Background: an optimization exercise with open tools, aiming at small area, a short achievable clock period and few clock cycles per item. Do not read the settings as production practice.
At most, simulation tests tie the RTL to the original design; equivalence was not proved.
The RTL of run 1 was laid out without a check of its function.
Power is estimated from default activity; no workload was simulated.

==> flow/design.v, too long to show whole: its modules and the start of the top module <==
// module conv2d_stream: 1078 lines
module conv2d_stream #(
    parameter int DATA_W = 8,
    parameter int COEF_W = 8,
    parameter int IMG_W  = 8,
    parameter int IMG_H  = 8,
    parameter int ACC_W  = 20,
    parameter int SHIFT  = 4,
    parameter int OUT_W  = 16
) (
    input  logic              clk,
    input  logic              in_st,
    input  logic              coef_we,
    input  logic [3:0]        coef_addr,
    input  logic [COEF_W-1:0] coef_din,
    input  logic              pix_valid,
    output logic              pix_ready,
    input  logic [DATA_W-1:0] pix_din,
    output logic [OUT_W-1:0]  dout,
    output logic              out_st,
    input  logic              out_ready,
    output logic              frame_done
);
  // ...
==> flow/flow/run.sh <==
#!/bin/bash
# Standard ORFS layout, with one netlist step between synthesis and floorplan:
# flow/polfix.py re-chooses full-adder and AND/NAND polarities to drop inverters.
set -euo pipefail
R=orfs/results/${FLOW_PLATFORM:-sky130hd}/conv2d_stream/base
bash standard.sh synth > synth.log 2>&1
cp $R/1_2_yosys.v $R/1_2_yosys.orig.v
python3 flow/polfix.py $R/1_2_yosys.orig.v $R/1_2_yosys.pf.v > polfix.log 2>&1
cp $R/1_2_yosys.pf.v $R/1_2_yosys.v
touch $R/1_2_yosys.v
bash standard.sh finish > finish.log 2>&1
grep -c polinv_ $R/1_2_yosys.v >> polfix.log || true
==> flow/flow/polfix.py <==
#!/usr/bin/env python3
"""Re-choose the polarity of full adders and two-input AND/NAND gates in a mapped
sky130hd netlist so that fewer inverters are needed.

A full adder is self-dual: FA(~a, ~b, ~c) = (~sum, ~carry).  So any fa cell may be
fed complemented inputs if its consumers take its outputs complemented.  An and2
cell may become a nand2 (and back) the same way.  The netlist's inverters are taken
out, each signal is given the polarity that needs the fewest inverters, and one
inverter per signal is put back where a consumer still needs the other polarity.
Registers, ports and all other cells are left as they are.

usage: polfix.py IN.v OUT.v
"""
import re
import sys

INV_AREA = 3.7536
FLEX = {  # type -> (complement type, area)
    "sky130_fd_sc_hd__and2_1": ("sky130_fd_sc_hd__nand2_1", 6.256),
    "sky130_fd_sc_hd__and2_0": ("sky130_fd_sc_hd__nand2_1", 6.256),
    "sky130_fd_sc_hd__nand2_1": ("sky130_fd_sc_hd__and2_1", 3.7536),
}
FA_TYPES = {"sky130_fd_sc_hd__fa_1", "sky130_fd_sc_hd__fa_2", "sky130_fd_sc_hd__fa_4"}
INV_TYPES = {"sky130_fd_sc_hd__inv_1", "sky130_fd_sc_hd__inv_2", "sky130_fd_sc_hd__clkinv_1"}
OUT_PINS = {"X", "Y", "Q", "Q_N", "SUM", "COUT", "HI", "LO"}

src = open(sys.argv[1]).read()
mod_m = re.search(r"module\s+(\w+)\s*\((.*?)\);", src, re.S)
body_start = mod_m.end()
end_i = src.rindex("endmodule")

cell_re = re.compile(r"^\s*(sky130_fd_sc_hd__\w+)\s+(\S+)\s*\((.*?)\);", re.S | re.M)
pin_re = re.compile(r"\.(\w+)\(\s*(.*?)\s*\)\s*(?:,|$)", re.S)

cells = []
for m in cell_re.finditer(src, body_start, end_i):
    typ, name, body = m.group(1), m.group(2), m.group(3)
    pins = [(p, n.strip()) for p, n in pin_re.findall(body)]
    cells.append({"type": typ, "name": name, "pins": pins, "span": (m.start(), m.end())})

ports = set()
for m in re.finditer(r"^\s*(input|output|inout)\s+(?:wire\s+)?(\[[^\]]*\]\s*)?(\\\S+|\w+)", src[body_start:end_i], re.M):
    ports.add(m.group(3))


def port_of(net):
    b = net.split("[")[0].strip()
    return b in ports or net in ports


if re.search(r"^\s*assign\b", src[body_start:end_i], re.M):
    sys.exit("assign statements are not handled")

driver = {}
loads = {}
for ci, c in enumerate(cells):
    for p, n in c["pins"]:
        if p in OUT_PINS:
            driver[n] = (ci, p)
        else:
            loads.setdefault(n, []).append((ci, p))

# removable inverters: neither side touches a port
removable = set()
for ci, c in enumerate(cells):
    if c["type"] in INV_TYPES:
        d = dict(c["pins"])
        if not port_of(d["A"]) and not port_of(d["Y"]):
            removable.add(ci)


def root(n):
    p = 0
    seen = 0
    while n in driver and driver[n][0] in removable:
        ci = driver[n][0]
        n = dict(cells[ci]["pins"])["A"]
        p ^= 1
        seen += 1
        if seen > 1000:
            raise Exception("inverter loop")
    return n, p


# variables: fa cells and flexible gates; state 1 = output physically complemented
var = {}
for ci, c in enumerate(cells):
    if c["type"] in FA_TYPES or c["type"] in FLEX:
        var[ci] = 0

# consumers of each root: list of (cell index or None, pin, parity)
cons = {}
for ci, c in enumerate(cells):
    if ci in removable:
        continue
    for p, n in c["pins"]:
        if p in OUT_PINS:
            continue
        r, par = root(n)
        cons.setdefault(r, []).append((ci, p, par))
# output ports as consumers wanting the true value
for n in list(driver):
    if port_of(n):
        r, par = root(n)
        cons.setdefault(r, []).append((None, n, par))

roots = set(cons)
root_driver = {}
for r in roots:
    if r in driver:
        ci, p = driver[r]
        root_driver[r] = ci
# roots driven by a variable cell
roots_of_cell = {}
for r, ci in root_driver.items():
    if ci in var:
        roots_of_cell.setdefault(ci, []).append(r)
# roots consumed by each fa cell
fa_in_roots = {}
for r, lst in cons.items():
    for ci, p, par in lst:
        if ci is not None and ci in var and cells[ci]["type"] in FA_TYPES:
            fa_in_roots.setdefault(ci, set()).add(r)


def root_cost(r):
    ci = root_driver.get(r)
    d = var.get(ci, 0) if ci is not None else 0
    need = False
    for cj, p, par in cons[r]:
        want = par
        if cj is not None and cj in var and cells[cj]["type"] in FA_TYPES:
            want ^= var[cj]
        if want != d:
            need = True
            break
    cost = INV_AREA if need else 0.0
    if ci is not None and ci in var and cells[ci]["type"] in FLEX:
        typ = cells[ci]["type"]
        cost += FLEX[typ][1] if var[ci] == 0 else FLEX[FLEX[typ][0]][1]
    return cost


def touched(ci):
    s = set(roots_of_cell.get(ci, []))
    s |= fa_in_roots.get(ci, set())
    return s


def total():
    return sum(root_cost(r) for r in roots)


before = total()
import random
random.seed(1)
flex_in = {}  # fa cell -> flexible cells driving its input roots
for ci in var:
    if cells[ci]["type"] in FA_TYPES:
        fl = set()
        for r in fa_in_roots.get(ci, ()):
            d = root_driver.get(r)
            if d is not None and d in var and cells[d]["type"] in FLEX:
                fl.add(d)
        flex_in[ci] = fl


def move_cells(ci):
    return [ci] + sorted(flex_in.get(ci, ()))


def local_cost(cs):
    t = set()
    for c in cs:
        t |= touched(c)
    return t


varlist = list(var)
cur = before
T = 4.0
iters = 300000
for it in range(iters):
    T = 4.0 * (1 - it / iters) + 0.01
    ci = random.choice(varlist)
    cs = [ci]
    if ci in flex_in and random.random() < 0.7:
        cs = move_cells(ci)
    t = local_cost(cs)
    c0 = sum(root_cost(r) for r in t)
    for c in cs:
        var[c] ^= 1
    c1 = sum(root_cost(r) for r in t)
    dlt = c1 - c0
    if dlt <= 0 or random.random() < pow(2.718281828, -dlt / T):
        cur += dlt
    else:
        for c in cs:
            var[c] ^= 1
improved = True
passes = 0
while improved and passes < 50:
    improved = False
    passes += 1
    for ci in varlist:
        for cs in ([ci], move_cells(ci)):
            t = local_cost(cs)
            c0 = sum(root_cost(r) for r in t)
            for c in cs:
                var[c] ^= 1
            c1 = sum(root_cost(r) for r in t)
            if c1 < c0 - 1e-9:
                improved = True
            else:
                for c in cs:
                    var[c] ^= 1
after = total()
print(f"polfix: {len(removable)} inverters taken out; cost {before:.1f} -> {after:.1f} um2 "
      f"after {passes} passes; {sum(var.values())} cells flipped", file=sys.stderr)

# rewrite
new_inv = {}   # root -> inverter output net
new_cells_txt = []
k = 0


def pname(r):
    """Name of the net the driver of root r drives: renamed when it carries the complement."""
    ci = root_driver.get(r)
    d = var.get(ci, 0) if ci is not None else 0
    if not d:
        return r
    if r.startswith(chr(92)):
        return r + "_pn"
    return r + "_pn"


def phys(r, want):
    """Net carrying root r with polarity want (1 = complemented)."""
    global k
    ci = root_driver.get(r)
    d = var.get(ci, 0) if ci is not None else 0
    if want == d:
        return pname(r)
    if r not in new_inv:
        k += 1
        y = f"polinv_{k}_y"
        new_inv[r] = y
        new_cells_txt.append(f"  sky130_fd_sc_hd__inv_1 polinv_{k} (\n    .A({pname(r)}{' ' if r.startswith(chr(92)) else ''}),\n    .Y({y})\n  );\n")
    return new_inv[r]


repl = {}
renamed = set()
for ci, c in enumerate(cells):
    if ci in removable:
        repl[ci] = ""
        continue
    typ = c["type"]
    if ci in var and typ in FLEX and var[ci]:
        typ = FLEX[typ][0]
    pins = []
    for p, n in c["pins"]:
        if p in OUT_PINS:
            if typ != c["type"]:
                p = "Y" if typ.startswith("sky130_fd_sc_hd__nand") else "X"
            if n in roots and pname(n) != n:
                renamed.add(pname(n))
                n = pname(n)
            pins.append((p, n))
        else:
            r, par = root(n)
            want = par
            if ci in var and c["type"] in FA_TYPES:
                want ^= var[ci]
            pins.append((p, phys(r, want)))
    txt = f"  {typ} {c['name']} (\n" + ",\n".join(f"    .{p}({n}{' ' if n.startswith(chr(92)) else ''})" for p, n in pins) + "\n  );"
    repl[ci] = txt

# output ports driven through removed inverters are not possible (ports excluded), but a port
# net that is a root consumer with parity must still be satisfied
for r, lst in cons.items():
    for cj, n, par in lst:
        if cj is None:
            ci = root_driver.get(r)
            d = var.get(ci, 0) if ci is not None else 0
            if n != r or par != d:
                sys.exit(f"port net {n} would change polarity")

out = []
pos = 0
for ci, c in enumerate(cells):
    a, b = c["span"]
    out.append(src[pos:a])
    out.append(("\n" if repl[ci] else "") + repl[ci])
    pos = b
tail = src[pos:]
decl = "".join(f"  wire {y};\n" for y in new_inv.values())
decl += "".join(f"  wire {y}{' ' if y.startswith(chr(92)) else ''};\n" for y in sorted(renamed))
out.append("\n" + "".join(new_cells_txt))
res = "".join(out) + tail
# declare the new wires right after the module header
res = res[:body_start] + "\n" + decl + res[body_start:]
open(sys.argv[2], "w").write(res)
==> flow/standard.sh <==
#!/bin/bash
# synth_recipe.tcl (not shown) runs the flow's synth.tcl, then flattens the netlist and writes it again
# the make line also repeats each setting of config.mk as NAME=value (left out here)
make -C /OpenROAD-flow-scripts/flow DESIGN_CONFIG=/design/flow/config.mk WORK_HOME=/design/flow/orfs CLKGATE_MAP_FILE= SYNTH_SCRIPT=/design/flow/synth_recipe.tcl "${@:-finish}"
==> flow/config.mk <==
export PLATFORM = sky130hd
export DESIGN_NAME = conv2d_stream
export DESIGN_NICKNAME = conv2d_stream
export VERILOG_FILES = /design/flow/design.v
export SDC_FILE = /design/flow/constraint.sdc
export NUM_CORES = 4
export LEC_CHECK = 0
export CAP_MARGIN = 20
export CORE_MARGIN = 2
export CORE_UTILIZATION = 60
export CTS_CLUSTER_DIAMETER = 100
export CTS_CLUSTER_SIZE = 24
export PLACE_DENSITY = 0.7
export SETUP_SLACK_MARGIN = 4.0
export SLEW_MARGIN = 20
==> flow/constraint.sdc <==
create_clock -name core_clock -period 6.5 [get_ports {clk}]
set_input_delay 1.3000 -clock core_clock [delete_from_list [all_inputs] [get_ports {clk}]]
set_output_delay 1.3000 -clock core_clock [all_outputs]
set_load 0.01 [all_outputs]
==> results.toml, run 1 <==
[route]
drt_iter0_markers = 1737
wl_met1_mm = 30.67
vias_per_cell = 5.930
wl_met3_mm = 6.586

[critical_path]
criticalPathCategory = "reg -> reg"
crit_end = "r1_719"
crit_family = "adder cells"
slowest_stage = "edfxtp_1"
cp_num_cells = 4
r2r_cells = 4
rr_endpoint = "r1_719"
worstPathCellList = "nand2_1 > fa_1 > fa_1 > fa_1"

[global_routing]
grt.busiest_layer = "met2"

[layout]
layout_common_cells = "nand2_1 (605), fa_1 (534), edfxtp_1 (300)"
nets = 3034
seqCellArea_um2 = 15030
largest_class = "multi-input gates"
clk_share = 0.02348
seq_share = 0.4192
multi_input_area_share = 0.4448

[pwr]
switching_power_w = 0.004861
clkPwrFrac = 0.154
comb_power_w = 0.00606
p_comb_frac = 0.452
power_density_nw_per_um2 = 373.7
peakVddDrop_uv = 270.5

[timing]
hold_viol_final = 0
tns_ns = 0
fin_crit_sh = 0.3865
period_needed_ns = 2.512

[status]
run_status = "complete, no violations"

[floorplanning]
die_area_um2 = 54050
pin_count = 44
initial_core_util = 0.6081
placementRows = 83

[yosys]
synthesis.area_um2 = 31320
synth_cells = 2208

[min_path]
holdPathStages = 0

[clock_tree]
clk_path_buf_depth = 3
clock_sinks = 600
==> run 2, diff against run 1 <==
--- a/flow/design.v
+++ b/flow/design.v
@@ -67,24 +67,20 @@
     logic       cw_q;
     logic [3:0] ca_q;
     logic [7:0] cd_q;
     always_ff @(posedge clk) begin
         cw_q <= coef_we && !in_st;
         ca_q <= coef_addr;
         cd_q <= coef_din;
     end
-    logic [7:0] cn1, cn2, cn4;
-    assign cn1 = in_st ? 8'd1 : cd_q;
-    assign cn2 = in_st ? 8'd2 : cd_q;
-    assign cn4 = in_st ? 8'd4 : cd_q;
     always_ff @(posedge clk) begin
         for (int i = 0; i < 9; i++) begin
-            if (in_st || (cw_q && ca_q == 4'(i)))
-                coef_q[i] <= (K_DEF[8*i +: 8] == 8'd1) ? cn1 : (K_DEF[8*i +: 8] == 8'd2) ? cn2 : cn4;
+            if (in_st) coef_q[i] <= K_DEF[8*i +: 8];
+            else if (cw_q && ca_q == 4'(i)) coef_q[i] <= cd_q;
         end
     end
     logic [8:0][7:0] wn;    
     always_comb begin
         for (int i = 0; i < 3; i++)
             for (int j = 0; j < 3; j++)
                 wn[3*i + j] = (i == 2 && j == 2) ? sr_q[0] : sr_q[8*(2 - i) + (2 - j) - 1];
     end
@@ -186,19 +182,19 @@
     logic r2_1201, r2_1202, r2_1203, r2_1204, r2_1205, r2_1206, r2_1207, r2_1208, r2_1209, r2_1210, r2_1211, r2_1212, r2_1213, r2_1214, r2_1215, r2_1216;
     logic r2_1217, r2_1218, r2_1219, r2_1220, r2_1221, r2_1222, r2_1223, r2_1224, r2_1225, r2_1226, r2_1227, r2_1228, r2_1229, r2_1230, r2_1231, r2_1232;
     logic r2_1233, r2_1234, r2_1235, r2_1236, r2_1237, r2_1238, r2_1239, r2_1240, r2_1241, r2_1242, r2_1243, r2_1244, r2_1245, r2_1246, r2_1247, r2_1248;
     logic r2_1249, r2_1250, s1251, c1252, s1253, c1254, s1255, c1256, s1257, c1258, s1259, c1260, s1261, c1262, s1263, c1264;
     logic s1265, c1266, s1267, c1268, s1269, c1270, s1271, c1272, s1273, c1274, s1275, c1276, s1277, c1278, s1279, c1280;
     logic s1281, c1282, s1283, c1284, s1285, c1286, s1287, c1288, s1289, c1290, s1291, c1292, s1293, c1294, s1295, c1296;
     logic s1297, c1298, s1299, c1300, s1301, c1302, s1303, c1304, s1305, c1306, s1307, c1308, s1309, c1310, s1311, c1312;
     logic s1313, c1314, s1315, c1316, s1317, c1318, s1319, c1320, s1321, c1322, s1323, c1324, s1325, c1326, s1327, c1328;
-    logic r3_1329, r3_1330, r3_1331, r3_1332, r3_1333, r3_1334, r3_1335, r3_1336, r3_1337, r3_1338, r3_1339, r3_1340, r3_1341, r3_1342, r3_1343, r3_1344;
-    logic r3_1345, r3_1346, r3_1347, r3_1348, r3_1349, r3_1350, r3_1351, r3_1352, r3_1353, r3_1354, r3_1355, r3_1356, r3_1357, r3_1358, r3_1359, r3_1360;
-    logic r3_1361;
+    logic nc1329, r3_1330, r3_1331, r3_1332, r3_1333, r3_1334, r3_1335, r3_1336, r3_1337, r3_1338, r3_1339, r3_1340, r3_1341, r3_1342, r3_1343, r3_1344;
+    logic r3_1345, r3_1346, r3_1347, r3_1348, r3_1349, r3_1350, r3_1351, r3_1352, r3_1353, r3_1354, r3_1355, r3_1356, r3_1357;
+    logic [4:0] lowsum;
     assign {c2, s1} = nw0[0][0] + nw1[0][0] + nw2[0][0];
     assign {c4, s3} = nw3[0][0] + nw4[0][0] + nw5[0][0];
     assign {c6, s5} = nw0[0][1] + nw0[1][0] + nw1[0][1];
     assign {c8, s7} = nw1[1][0] + nw2[0][1] + nw2[1][0];
     assign {c10, s9} = nw3[0][1] + nw3[1][0] + nw4[0][1];
     assign {c12, s11} = nw4[1][0] + nw5[0][1] + nw5[1][0];
     assign {c14, s13} = nw6[0][1] + nw6[1][0] + nw7[0][1];
     assign {c16, s15} = nw0[0][2] + nw0[1][1] + nw0[2][0];
@@ -744,16 +740,18 @@
     assign {c1318, s1317} = s1303 + r2_1233 + r2_1234;
     assign {c1320, s1319} = c1304 + c1298 + s1299;
     assign {c1322, s1321} = c1300 + s1301 + r2_1243;
     assign {c1324, s1323} = c1302 + c1280 + s1281;
     assign s1325 = ~(c1282 ^ s1283);
     assign c1326 = c1282 | s1283;
     assign s1327 = ~(c1284 ^ r2_1250);
     assign c1328 = c1284 | r2_1250;
+    assign lowsum = {1'b0, ~r2_1189, ~r2_1188, ~r2_1186, ~r2_1185} + {1'b0, ~r2_1190, 1'b0, ~r2_1187, 1'b0};
+    assign nc1329 = ~lowsum[4];
     always_ff @(posedge clk) begin
         r1_697 <= s331;
         r1_698 <= nw7[0][0];
         r1_699 <= s551;
         r1_700 <= s13;
         r1_701 <= nw7[1][0];
         r1_702 <= c552;
         r1_703 <= s553;
@@ -975,62 +973,57 @@
         r2_1243 <= s1065;
         r2_1244 <= c1182;
         r2_1245 <= s1183;
         r2_1246 <= r1_859;
         r2_1247 <= c1184;
         r2_1248 <= c1140;
         r2_1249 <= s1141;
         r2_1250 <= c1142;
-        r3_1329 <= r2_1185;
-        r3_1330 <= r2_1186;
-        r3_1331 <= r2_1187;
-        r3_1332 <= r2_1188;
-        r3_1333 <= r2_1189;
-        r3_1334 <= r2_1190;
-        r3_1335 <= s1251;
-        r3_1336 <= s1285;
-        r3_1337 <= s1305;
-        r3_1338 <= s1255;
-        r3_1339 <= c1306;
-        r3_1340 <= s1307;
-        r3_1341 <= c1308;
-        r3_1342 <= s1309;
-        r3_1343 <= c1310;
-        r3_1344 <= s1311;
-        r3_1345 <= c1312;
-        r3_1346 <= s1313;
-        r3_1347 <= c1314;
-        r3_1348 <= s1315;
-        r3_1349 <= c1316;
-        r3_1350 <= s1317;
-        r3_1351 <= c1318;
-        r3_1352 <= s1319;
-        r3_1353 <= c1320;
-        r3_1354 <= s1321;
-        r3_1355 <= c1322;
-        r3_1356 <= s1323;
-        r3_1357 <= c1324;
-        r3_1358 <= s1325;
-        r3_1359 <= c1326;
-        r3_1360 <= s1327;
-        r3_1361 <= c1328;
+        r3_1330 <= s1251;
+        r3_1331 <= nc1329;
+        r3_1332 <= s1285;
+        r3_1333 <= s1305;
+        r3_1334 <= s1255;
+        r3_1335 <= c1306;
+        r3_1336 <= s1307;
+        r3_1337 <= c1308;
+        r3_1338 <= s1309;
+        r3_1339 <= c1310;
+        r3_1340 <= s1311;
+        r3_1341 <= c1312;
+        r3_1342 <= s1313;
+        r3_1343 <= c1314;
+        r3_1344 <= s1315;
+        r3_1345 <= c1316;
+        r3_1346 <= s1317;
+        r3_1347 <= c1318;
+        r3_1348 <= s1319;
+        r3_1349 <= c1320;
+        r3_1350 <= s1321;
+        r3_1351 <= c1322;
+        r3_1352 <= s1323;
+        r3_1353 <= c1324;
+        r3_1354 <= s1325;
+        r3_1355 <= c1326;
+        r3_1356 <= s1327;
+        r3_1357 <= c1328;
     end
     always_ff @(posedge clk) begin
         if (in_st) begin
             v_q[2:1] <= '0;
             l_q[2:1] <= '0;
         end else begin
             v_q[2:1] <= v_q[1:0];
             l_q[2:1] <= l_q[1:0];
         end
     end
     logic [ACC_W-1:0] na, nb, sum;
-    assign na = {1'b1, r3_1361, r3_1359, r3_1357, r3_1355, r3_1353, r3_1351, r3_1349, r3_1347, r3_1345, r3_1343, r3_1341, r3_1339, r3_1337, r3_1336, r3_1335, r3_1333, r3_1332, r3_1330, r3_1329};
-    assign nb = {1'b1, 1'b1, r3_1360, r3_1358, r3_1356, r3_1354, r3_1352, r3_1350, r3_1348, r3_1346, r3_1344, r3_1342, r3_1340, r3_1338, 1'b1, 1'b1, r3_1334, 1'b1, r3_1331, 1'b1};
+    assign na = {1'b1, r3_1357, r3_1355, r3_1353, r3_1351, r3_1349, r3_1347, r3_1345, r3_1343, r3_1341, r3_1339, r3_1337, r3_1335, r3_1333, r3_1332, r3_1330, 1'b1, 1'b1, 1'b1, 1'b1};
+    assign nb = {1'b1, 1'b1, r3_1356, r3_1354, r3_1352, r3_1350, r3_1348, r3_1346, r3_1344, r3_1342, r3_1340, r3_1338, r3_1336, r3_1334, 1'b1, r3_1331, 1'b1, 1'b1, 1'b1, 1'b1};
     assign sum = (~na) + (~nb);
     logic [OUT_W-1:0] res;
     logic             res_v, res_l;
     assign res   = sum[SHIFT +: OUT_W];    
     assign res_v = v_q[2];
     assign res_l = l_q[2];
     logic [OUT_W-1:0] hd_q;
     logic             hv_q, hl_q, fd_q;
==> results.toml, run 2 <==
[critical_path]
criticalPathCategory = "reg -> reg"
crit_fanout = 1
slowest_stage = "fa_1"
cpMostUsedCell = "fa_1"
cp-start-kind = "register"
cp_num_buf_inv = 0
crit_family = "adder cells"
required_ns = 7.01
worstPathCellList = "fa_1 > fa_1 > fa_1 > fa_1"
endpoint_kind = "register"
arrival_ns = 3.00
cpPeakStageDelay_ns = 0.63

[layout]
layout_common_cells = "nand2_1 (616), fa_1 (530), dfxtp_1 (305)"
area_delta_synth_final_pct = 10.56
top_register = "sr_q"
reg_top3 = "sr_q: 144 flops, coef_q: 72 flops, qd_q: 64 flops"
nets = 3054
final_common_cell = "nand2_1"
utilization = 0.6740
antenna_cells = 0
final_area_um2 = 34720
fill_cells = 3721
largest_reg_flops = 144
final_layout_size_suffix_gt1_frac = 0.1251

[timing]
tns_ns = 0
period_needed_ns = 2.491
hold-worst-slack_ns = 0.3357
fin_crit_sh = 0.3832
clock_skew_ns = 0.02937
setup_violations = 0
slew_headroom = 0.2506
max_freq_mhz = 401.5
hold_viol_final = 0
maxSlewViolCount = 0
fin_ws_ns = 4.009
rsz0062_at_grt = "yes"
worstMarginPinSlew_ns = 1.119

[route]
routed_wl_mm = 79.70
vias = 18770
route.detailed.drc = 0
wire_per_inst_um = 25.29
drt_iter0_markers = 1515
drt_first_pass_iters = 6
ant_nets = 0
vias_per_cell = 5.958

[pwr]
p_int_w = 0.005769
p_comb_frac = 0.210
peakVddDrop_uv = 208.5
swShare = 0.2873
switching_power_w = 0.002325
p_leak_nw = 10.46
power_density_nw_per_um2 = 233.1
power_frac_seq = 0.540
clkPwrFrac = 0.251

[floorplanning]
core_area_um2 = 51510
initial_core_util = 0.6097
die-height_um = 232.8
die_w_um = 232.8
pin_count = 44
placementRows = 83
die_area_um2 = 54190

[placement]
pre_cts_ws_ns = 2.693
dp_hpwl_mm = 59.80
gp_congestion = 0.9524
place_area_um2 = 32580
io_buffers = 43

[global_routing]
grt_pass1_wl_mm = 122.6
grt_pass1_vias = 20680
grt_max_degree = 67
grt_overflow = 0
antenna_found_initial = 2
grt_usage = 0.3078

[clock_tree]
cts_tree = "done"
cts_made_buffers = 28
path_clk_slew_ns = 0.10
clk_path_buf_depth = 3
clkLatencyLatePin_ns = 0.62
cts.htree.levels = 1
root_buffer = "clkbuf_16"
clock_sinks = 596

[yosys]
synth_nets = 2911
syn_area_per_cell_um2 = 13.61
yosys_warnings = 1
synthesis.area_um2 = 31400
synth_cells = 2307

[status]
run_status = "complete, no violations"

[flow_run]
max_cap_violations = 0

[min_path]
hold_class = "reg -> reg"
==> run 2: final timing paths <==
path / startpoint / to / slack [ns] / cells after the start
max reg2reg: r1_737 / r2_1200 / 4.01 / 4
min: r1_859 / r2_1246 / 0.34 / 0
min reg2reg: r1_859 / r2_1246 / 0.34 / 0
max: r1_737 / r2_1200 / 4.01 / 4
==> run 2: layer usage <==
metal,share of wire,GRT usage,wire length (um)
met3,0.076,0.05551,6039
met4,0.037,0.1003,2923
met2,0.50,0.5261,39610
met5,0.00015,0,12
met1,0.39,0.4025,31110
==> run 2: cell type report <==
| type | instances | area (um2) | area share |
|---|---|---|---|
| multi-input cells | 1584 | 16900 | 0.4867 |
| flip-flops and latches | 596 | 14300 | 0.4119 |
| repair buffers | 164 | 1563 | 0.04501 |
| well taps | 680 | 850.8 | 0.02451 |
| clock buffers | 49 | 789.5 | 0.02274 |
| inverters | 74 | 285.3 | 0.008217 |
| clock inverters | 2 | 20.02 | 0.0005766 |
| repair inverters | 2 | 10.01 | 0.0002883 |
==> run 2: what timing repair did <==
action | in CTS | in global routing
gates cloned | 2 | 1
setup endpoints to repair | 350 | 93
endpoints found under the hold margin | 0 | 0
pin swaps | 10 | 17
gates resized for setup | 124 | 55
hold buffers | 0 | 0
setup buffers | 83 | 32
==> run 2: through the flow <==
step                power (W)  cells
finish               0.008094   3151
global route         0.008528   3151
CTS                  0.008117   3118
detailed placement   0.006063   2982
global placement     0.005984   2982
floorplan            0.005535   2307
==> run 2: power by group through the flow <==
| stage | clock network, W | registers (W) | logic [W] |
|---|---|---|---|
| 2_1_floorplan | 0 | 0.00442 | 0.00111 |
| 3_3_place_gp | 0 | 0.00451 | 0.00148 |
| 3_5_place_dp | 0 | 0.00452 | 0.00154 |
| 4_1_cts | 0.00206 | 0.00439 | 0.00167 |
| 5_1_grt | 0.00219 | 0.00439 | 0.00194 |
| 6_report | 0.00203 | 0.00437 | 0.00170 |
Testbench counts of run 2, summed over its fixed seeds: cycles 16,512, items 9,216.

-- static timing again, ports no longer ideal --
The results above use ideal ports. As a check the final layouts listed here were re-extracted and re-timed, cells and wires unchanged. Step 1 sets driving cells, clkbuf_16 on the clock port and buf_2 on the other inputs (assumed; they add their load-dependent delay and slew). Step 2, shift: input delay + t, output delay - t, t = (earliest + latest rising clock arrival at the registers) / 2. This alone moves slack from input paths to output paths. Slacks: ideal ports / drivers / drivers and shift; pairs: ideal ports / drivers.
| run | t, ns | setup slack, ns | worst hold slack (ns) | worst data-port slew with drivers (ns) |
|---|---|---|---|---|
| run 1 | 0.674 | 3.988 / 3.982 / 3.358 | 0.327 / 0.327 / 0.327 | 0.06 |
| run 2 | 0.669 | 4.009 / 3.986 / 3.476 | 0.336 / 0.336 / 0.336 | 0.04 |
After both steps every run listed still meets setup and hold. For run 1, which loses most, drivers alone change the setup slack by -0.006 ns; drivers and shift together by -0.630 ns.
